Background: an optimization exercise with open tools, aiming at small area. Do not read the settings as production practice. The RTL was checked by simulation tests, not by an equivalence proof against the original design. No activity file was given, so power comes from the tool's default toggle rates.

==> module wbrf_mux32, before the edit <==
module wbrf_mux32 (
  input  logic [31:0] sel_i,
  input  logic [31:0] d_i,
  output logic        y_o
);
  logic [10:0] g_n;
  for (genvar k = 0; k < 10; k++) begin : g_grp
    wbrf_aoi222 u_aoi (.s_i(sel_i[3*k +: 3]), .d_i(d_i[3*k +: 3]), .y_n_o(g_n[k]));
  end
  assign g_n[10] = 1'b1;
  assign y_o = !(&g_n) | (sel_i[30] & d_i[30]) | (sel_i[31] & d_i[31]);
endmodule
==> flow/config.mk <==
export PLATFORM = sky130hd
export DESIGN_NAME = wb_regfile
export DESIGN_NICKNAME = wb_regfile
export VERILOG_FILES = /design/flow/design.v
export SDC_FILE = /design/flow/constraint.sdc
export NUM_CORES = 8
export LEC_CHECK = 0
export CAP_MARGIN = 20
export CELL_PAD_IN_SITES_DETAIL_PLACEMENT = 1
export CELL_PAD_IN_SITES_GLOBAL_PLACEMENT = 2
export CORE_MARGIN = 2
export CORE_UTILIZATION = 40
export CTS_BUF_LIST = sky130_fd_sc_hd__clkbuf_8
export CTS_CLUSTER_DIAMETER = 70
export CTS_CLUSTER_SIZE = 16
export SLEW_MARGIN = 20
export SYNTH_HIERARCHICAL = 1
==> flow/constraint.sdc <==
create_clock -name core_clock -period 10.0 [get_ports {clk_i}]
set_input_delay 2.0000 -clock core_clock [delete_from_list [all_inputs] [get_ports {clk_i}]]
set_output_delay 2.0000 -clock core_clock [all_outputs]
set_load 0.01 [all_outputs]
standard.sh (not shown) runs the stock make flow with config.mk's settings and CLKGATE_MAP_FILE= SYNTH_SCRIPT=/design/flow/synth_recipe.tcl, a recipe that flattens the netlist after the stock synthesis.
==> flow/flow/run.sh <==
#!/bin/bash
# Standard ORFS layout (the standard.sh, standard synthesis unchanged) with
# two options that ORFS reads from the environment:
#  - port buffers use the smallest buffer instead of the default delay cell;
#  - CTS does not add dummy loads to balance the leaf clusters.
# make's full output goes to standard.log; ORFS keeps each step's log under
# orfs/logs/.
set -euo pipefail
export BUFFER_PORTS_ARGS="-buffer_cell sky130_fd_sc_hd__buf_1"
export CTS_ARGS="-sink_clustering_enable -repair_clock_nets -dont_use_dummy_load -buf_list sky130_fd_sc_hd__clkbuf_8 -sink_clustering_size 16 -sink_clustering_max_diameter 70"
bash standard.sh > standard.log 2>&1
Change:
--- a/flow/design.v
+++ b/flow/design.v
@@ -88,12 +88,37 @@
   input  logic [31:0] d_i,
   output logic        y_o
 );
-  logic [10:0] g_n;
+  logic [9:0] g_n;
+  logic [2:0] h;
+  logic       any;
   for (genvar k = 0; k < 10; k++) begin : g_grp
     wbrf_aoi222 u_aoi (.s_i(sel_i[3*k +: 3]), .d_i(d_i[3*k +: 3]), .y_n_o(g_n[k]));
   end
-  assign g_n[10] = 1'b1;
-  assign y_o = !(&g_n) | (sel_i[30] & d_i[30]) | (sel_i[31] & d_i[31]);
+  wbrf_nand4 u_n0 (.a_i(g_n[3:0]), .y_o(h[0]));
+  wbrf_nand4 u_n1 (.a_i(g_n[7:4]), .y_o(h[1]));
+  wbrf_nand2 u_n2 (.a_i(g_n[8]), .b_i(g_n[9]), .y_o(h[2]));
+  wbrf_or3   u_or (.a_i(h), .y_o(any));
+  wbrf_ao221 u_ao (.s_i(sel_i[31:30]), .d_i(d_i[31:30]), .c_i(any), .y_o(y_o));
+endmodule
+module wbrf_nand4 (
+  input  logic [3:0] a_i,
+  output logic       y_o
+);
+  assign y_o = !(&a_i);
+endmodule
+module wbrf_or3 (
+  input  logic [2:0] a_i,
+  output logic       y_o
+);
+  assign y_o = |a_i;
+endmodule
+module wbrf_ao221 (
+  input  logic [1:0] s_i,
+  input  logic [1:0] d_i,
+  input  logic       c_i,
+  output logic       y_o
+);
+  assign y_o = (|(s_i & d_i)) | c_i;
 endmodule
 module wbrf_mux31 (
   input  logic [31:1] sel_i,
Outcome:
- The changed run passed the timing, design-rule and antenna checks
- power is about the same
- clock skew climbs by 21 ps
- sequential power stays flat
- worst setup slack degrades by 310 ps
- routed wire length is lower by roughly a tenth
- critical path depth rises by 1
- fmax decreases by a few percent
- non-clock buffer count is higher by 34
- global-route usage decreases by 5.4 points
- die area drops slightly
- sequential share of layout area hardly moves
- worst hold slack gets worse by 19 ps
- core utilization climbs by 0.47 points

==> static timing again, ports no longer ideal <==
The flow's constraints put no driver on any port. The routed layouts listed below were extracted and timed again, unchanged, in two steps. Step 1 assumes that a clkbuf_16 drives the clock port and a buf_2 every other input. Step 2 moves the port delays by t, midway between the first and last clock arrival at a register: inputs arrive t later, outputs are due t later. That takes back most of the time a late clock gives input paths. Three values: no drivers, after step 1, after step 2; two values: the first two.
run | t (ns) | setup slack, ns | slew at the worst register clock pin (ns) | cell pins on the clock port's net
the first run | 0.925 | 1.882 / 1.859 / 1.859 | 0.11 / 0.11 | 1
the second run | 0.902 | 1.568 / 1.540 / 1.540 | 0.12 / 0.12 | 1
After both steps setup and hold are still met in every run listed. The setup slack of the second run, which loses most, moves by -0.028 ns with the drivers and by -0.028 ns with both steps.
